Source: an optimization exercise on an open RTL-to-GDS flow (aim: small area, a short achievable clock period and few clock cycles per item). Production flows keep margins and buffers that such runs may drop. Only simulation tests tie the RTL to the original design; equivalence was not proved. Power is estimated from default activity; no workload was simulated.

==> inputs of run C <==
// rbm_recon
module rbm_recon (
    input  wire          clk,
    input  wire          reset_n,
    input  wire          start,
    input  wire  [15:0]  hidden,
    input  wire          param_we,
    input  wire  [16:0]  param,
    output logic         busy,
    output logic         done,
    output logic [15:0]  visible
);
    logic [2047:0] ring_q;
    logic [63:0]   gate;
    logic [127:0]  bias_q;
    logic          v1;
    logic          v2;
    logic          v3;
    logic [15:0]   sample;
    rbm_sequencer u_sequencer (
        .clk      (clk),
        .reset_n  (reset_n),
        .start    (start),
        .hidden   (hidden),
        .param_we (param_we),
        .param    (param),
        .busy     (busy),
        .ring_q   (ring_q),
        .gate     (gate),
        .bias_q   (bias_q),
        .v1       (v1),
        .v2       (v2),
        .v3       (v3)
    );
    for (genvar k = 0; k < 16; k++) begin : g_unit
        logic [127:0] wring;
        for (genvar s = 0; s < 16; s++) begin : g_s
            assign wring[8*s +: 8] = ring_q[128*s + 8*k +: 8];
        end
        visible_unit #(
            .UNIT_INDEX (k)
        ) u_unit (
            .clk     (clk),
            .reset_n (reset_n),
            .wring   (wring),
  ...
==> module rbm_sequencer, before the edit <==
module rbm_sequencer (
    input  wire            clk,
    input  wire            reset_n,
    input  wire            start,
    input  wire  [15:0]    hidden,
    input  wire            param_we,
    input  wire  [16:0]    param,
    output logic           busy,
    output logic [2047:0]  ring_q,
    output logic [63:0]    gate,
    output logic [127:0]   bias_q,
    output logic           v1,
    output logic           v2,
    output logic           v3
);
    logic [3:0]   pos;
    logic         clr;
    logic         pend;
    logic         wb;
    logic [3:0]   p_row;
    logic [3:0]   p_col;
    logic [7:0]   p_data;
    logic accept;
    logic wacc;
    logic hit;
    logic pend_next;
    logic clr_next;
    assign accept = start & ~busy;
    assign wacc   = param_we & ~busy;
    assign hit       = pend & (p_col == ~pos);
    assign pend_next = pend ? ~hit : (wacc & ~param[16]);
    assign clr_next  = clr & ~(pos == 4'd15);
    always_ff @(posedge clk or negedge reset_n) begin
        if (!reset_n) begin
            pos  <= '0;
            clr  <= 1'b1;
            busy <= 1'b1;
            pend <= 1'b0;
            wb   <= 1'b0;
            v1   <= 1'b0;
            v2   <= 1'b0;
            v3   <= 1'b0;
        end else begin
            pos  <= pos + 4'd1;
            clr  <= clr_next;
            busy <= clr_next | pend_next;
            pend <= pend_next;
            wb   <= wacc & param[16];
            v1   <= accept;
            v2   <= v1;
            v3   <= v2;
        end
    end
    always_ff @(posedge clk) begin
        if (!pend) begin
            p_row  <= param[15:12];
            p_col  <= param[11:8];
            p_data <= param[7:0];
        end
    end
    for (genvar k = 0; k < 16; k++) begin : g_bias
        always_ff @(posedge clk or negedge reset_n) begin
            if (!reset_n) begin
                bias_q[8*k +: 8] <= '0;
            end else if (wb && p_row == 4'(k)) begin
                bias_q[8*k +: 8] <= p_data;
            end
        end
    end
    for (genvar k = 0; k < 16; k++) begin : g_lane
        logic sel;
        assign sel = clr | (hit & (p_row == 4'(k)));
        always_ff @(posedge clk) begin
            ring_q[8*k +: 8] <= sel ? (clr ? 8'd0 : p_data) : ring_q[128*15 + 8*k +: 8];
        end
    end
    always_ff @(posedge clk) begin
        ring_q[2047:128] <= ring_q[1919:0];
    end
    localparam logic [31:0] ORDER = {8'b01_11_00_10, 8'b10_00_11_01, 8'b00_01_10_11, 8'b11_10_01_00};
    logic [3:0] rot;
    assign rot = ~pos;
    for (genvar j = 0; j < 4; j++) begin : g_gcopy
        logic [15:0] x [5];
        assign x[0] = hidden;
        for (genvar t = 0; t < 4; t++) begin : g_stage
            localparam int B = ORDER[8*j + 2*t +: 2];
            for (genvar s = 0; s < 16; s++) begin : g_bit
                assign x[t+1][s] = rot[B] ? x[t][(s + (1 << B)) % 16] : x[t][s];
            end
        end
        always_ff @(posedge clk) begin
            gate[16*j +: 16] <= x[4];
        end
    end
endmodule
==> module rbm_recon, before the edit <==
module rbm_recon (
    input  wire          clk,
    input  wire          reset_n,
    input  wire          start,
    input  wire  [15:0]  hidden,
    input  wire          param_we,
    input  wire  [16:0]  param,
    output logic         busy,
    output logic         done,
    output logic [15:0]  visible
);
    logic [2047:0] ring_q;
    logic [63:0]   gate;
    logic [127:0]  bias_q;
    logic          v1;
    logic          v2;
    logic          v3;
    logic [15:0]   sample;
    rbm_sequencer u_sequencer (
        .clk      (clk),
        .reset_n  (reset_n),
        .start    (start),
        .hidden   (hidden),
        .param_we (param_we),
        .param    (param),
        .busy     (busy),
        .ring_q   (ring_q),
        .gate     (gate),
        .bias_q   (bias_q),
        .v1       (v1),
        .v2       (v2),
        .v3       (v3)
    );
    for (genvar k = 0; k < 16; k++) begin : g_unit
        logic [127:0] wring;
        for (genvar s = 0; s < 16; s++) begin : g_s
            assign wring[8*s +: 8] = ring_q[128*s + 8*k +: 8];
        end
        visible_unit #(
            .UNIT_INDEX (k)
        ) u_unit (
            .clk     (clk),
            .reset_n (reset_n),
            .wring   (wring),
            .gate    (gate[16*(k/4) +: 16]),
            .bias    (bias_q[8*k +: 8]),
            .v1      (v1),
            .sample  (sample[k])
        );
    end
    sample_collector u_collector (
        .clk     (clk),
        .reset_n (reset_n),
        .sample  (sample),
        .v2      (v3),
        .visible (visible),
        .done    (done)
    );
endmodule
clock: 7.0 ns
lec_check: 0
abc_clock_period_in_ps: 2700
cap_margin: 20
core_margin: 2
core_utilization: 55
cts_buf_list: sky130_fd_sc_hd__clkbuf_4 sky130_fd_sc_hd__clkbuf_8
setup_slack_margin: 4.2
slew_margin: 20
run.sh (not shown) runs the stock make flow with config.mk's settings and CLKGATE_MAP_FILE= SYNTH_SCRIPT=/design/flow/synth_recipe.tcl, a recipe that flattens the netlist after the stock synthesis.
==> run H (differences from run C) <==
--- a/flow/design.v
+++ b/flow/design.v
@@ -41,3 +41,3 @@
     output logic [2047:0]  ring_q,
-    output logic [63:0]    gate,
+    output logic [15:0]    gate,
     output logic [127:0]   bias_q,
@@ -111,16 +111,5 @@
     end
-    localparam logic [31:0] ORDER = {8'b01_11_00_10, 8'b10_00_11_01, 8'b00_01_10_11, 8'b11_10_01_00};
-    logic [3:0] rot;
-    assign rot = ~pos;
-    for (genvar j = 0; j < 4; j++) begin : g_gcopy
-        logic [15:0] x [5];
-        assign x[0] = hidden;
-        for (genvar t = 0; t < 4; t++) begin : g_stage
-            localparam int B = ORDER[8*j + 2*t +: 2];
-            for (genvar s = 0; s < 16; s++) begin : g_bit
-                assign x[t+1][s] = rot[B] ? x[t][(s + (1 << B)) % 16] : x[t][s];
-            end
-        end
-        always_ff @(posedge clk) begin
-            gate[16*j +: 16] <= x[4];
+    always_ff @(posedge clk) begin
+        for (int s = 0; s < 16; s++) begin
+            gate[s] <= hidden[4'(s) + ~pos];
         end
@@ -629,3 +618,3 @@
     logic [2047:0] ring_q;
-    logic [63:0]   gate;
+    logic [15:0]   gate;
     logic [127:0]  bias_q;
@@ -661,3 +650,3 @@
             .wring   (wring),
-            .gate    (gate[16*(k/4) +: 16]),
+            .gate    (gate),
             .bias    (bias_q[8*k +: 8]),
--- a/flow/config.mk
+++ b/flow/config.mk
@@ -11,3 +11,4 @@
 export CORE_UTILIZATION = 55
-export CTS_BUF_LIST = sky130_fd_sc_hd__clkbuf_4 sky130_fd_sc_hd__clkbuf_8
+export CTS_CLUSTER_DIAMETER = 100
+export CTS_CLUSTER_SIZE = 30
 export SETUP_SLACK_MARGIN = 4.2
==> impl_metrics.csv <==
group,metric,value,unit
power,sequentialPowerShare,53.9,%
worst_setup_path,r2r_end,"g_unit[0].u_unit.p1_q[3]$_DFF_P_",
status,status,"finished clean",
clock_network,post_cts_resized,165,
power,pg_clk,11.5,mW
placed_design,placed_cell_area,165000,um^2
detailed_routing,highest_layer,"met5",
layout,fin_area,173000,um^2
The numbers above come from run H.

==> impl_metrics.csv <==
group,metric,value,unit
sta,finalSetupTns,0,ns
layout,inv_count,2151,
layout,fin_area,183000,um^2
detailed_routing,highest_layer,"met4",
status,status,"finished clean",
power,sequentialPowerShare,45.8,%
floorplan,core,294000,um^2
power,pg_clk,21.0,mW
clock_network,cts_tree,"done",
floorplan,die_h,548,um
worst_setup_path,r2r_end,"u_sequencer.bias_q[110]$_DFFE_PN0P_",
placed_design,placed_cell_area,168000,um^2
clock_network,post_cts_resized,151,
worst_setup_path,endpoint_kind,"output pin",
The numbers above come from run C.

Testbench counts of run C, summed over its fixed seeds: cycles 1,072, items 1,024.
Testbench counts of run H, summed over its fixed seeds: cycles 1,072, items 1,024.

## afterwards: timing with drivers on the ports
How much do the figures lean on ideal ports? The routed layouts below were timed once more, with nothing changed but the port constraints.
Step 1: set_driving_cell puts a clkbuf_16 on clk and a buf_2 on each other input, an assumption about the parent block.
Step 2 times the ports against the registers' clock, not the clock port: input delays grow and output delays shrink by t, the midpoint of the rising clock arrivals with the driver on.
Slacks: ideal ports / drivers / drivers and shift; pairs: ideal ports / drivers.
run	t, ns	slack for setup (ns)	hold WS [ns]	clock arrival spread, ns
run C	1.238	3.584 / 3.490 / 3.647	0.266 / 0.236 / 0.316	0.056 / 0.057
run H	0.982	4.016 / 3.925 / 3.951	0.314 / 0.314 / 0.314	0.036 / 0.036
After both steps every run listed still meets setup and hold. For run H, which loses most, drivers alone change the setup slack by -0.091 ns; drivers and shift together by -0.065 ns.
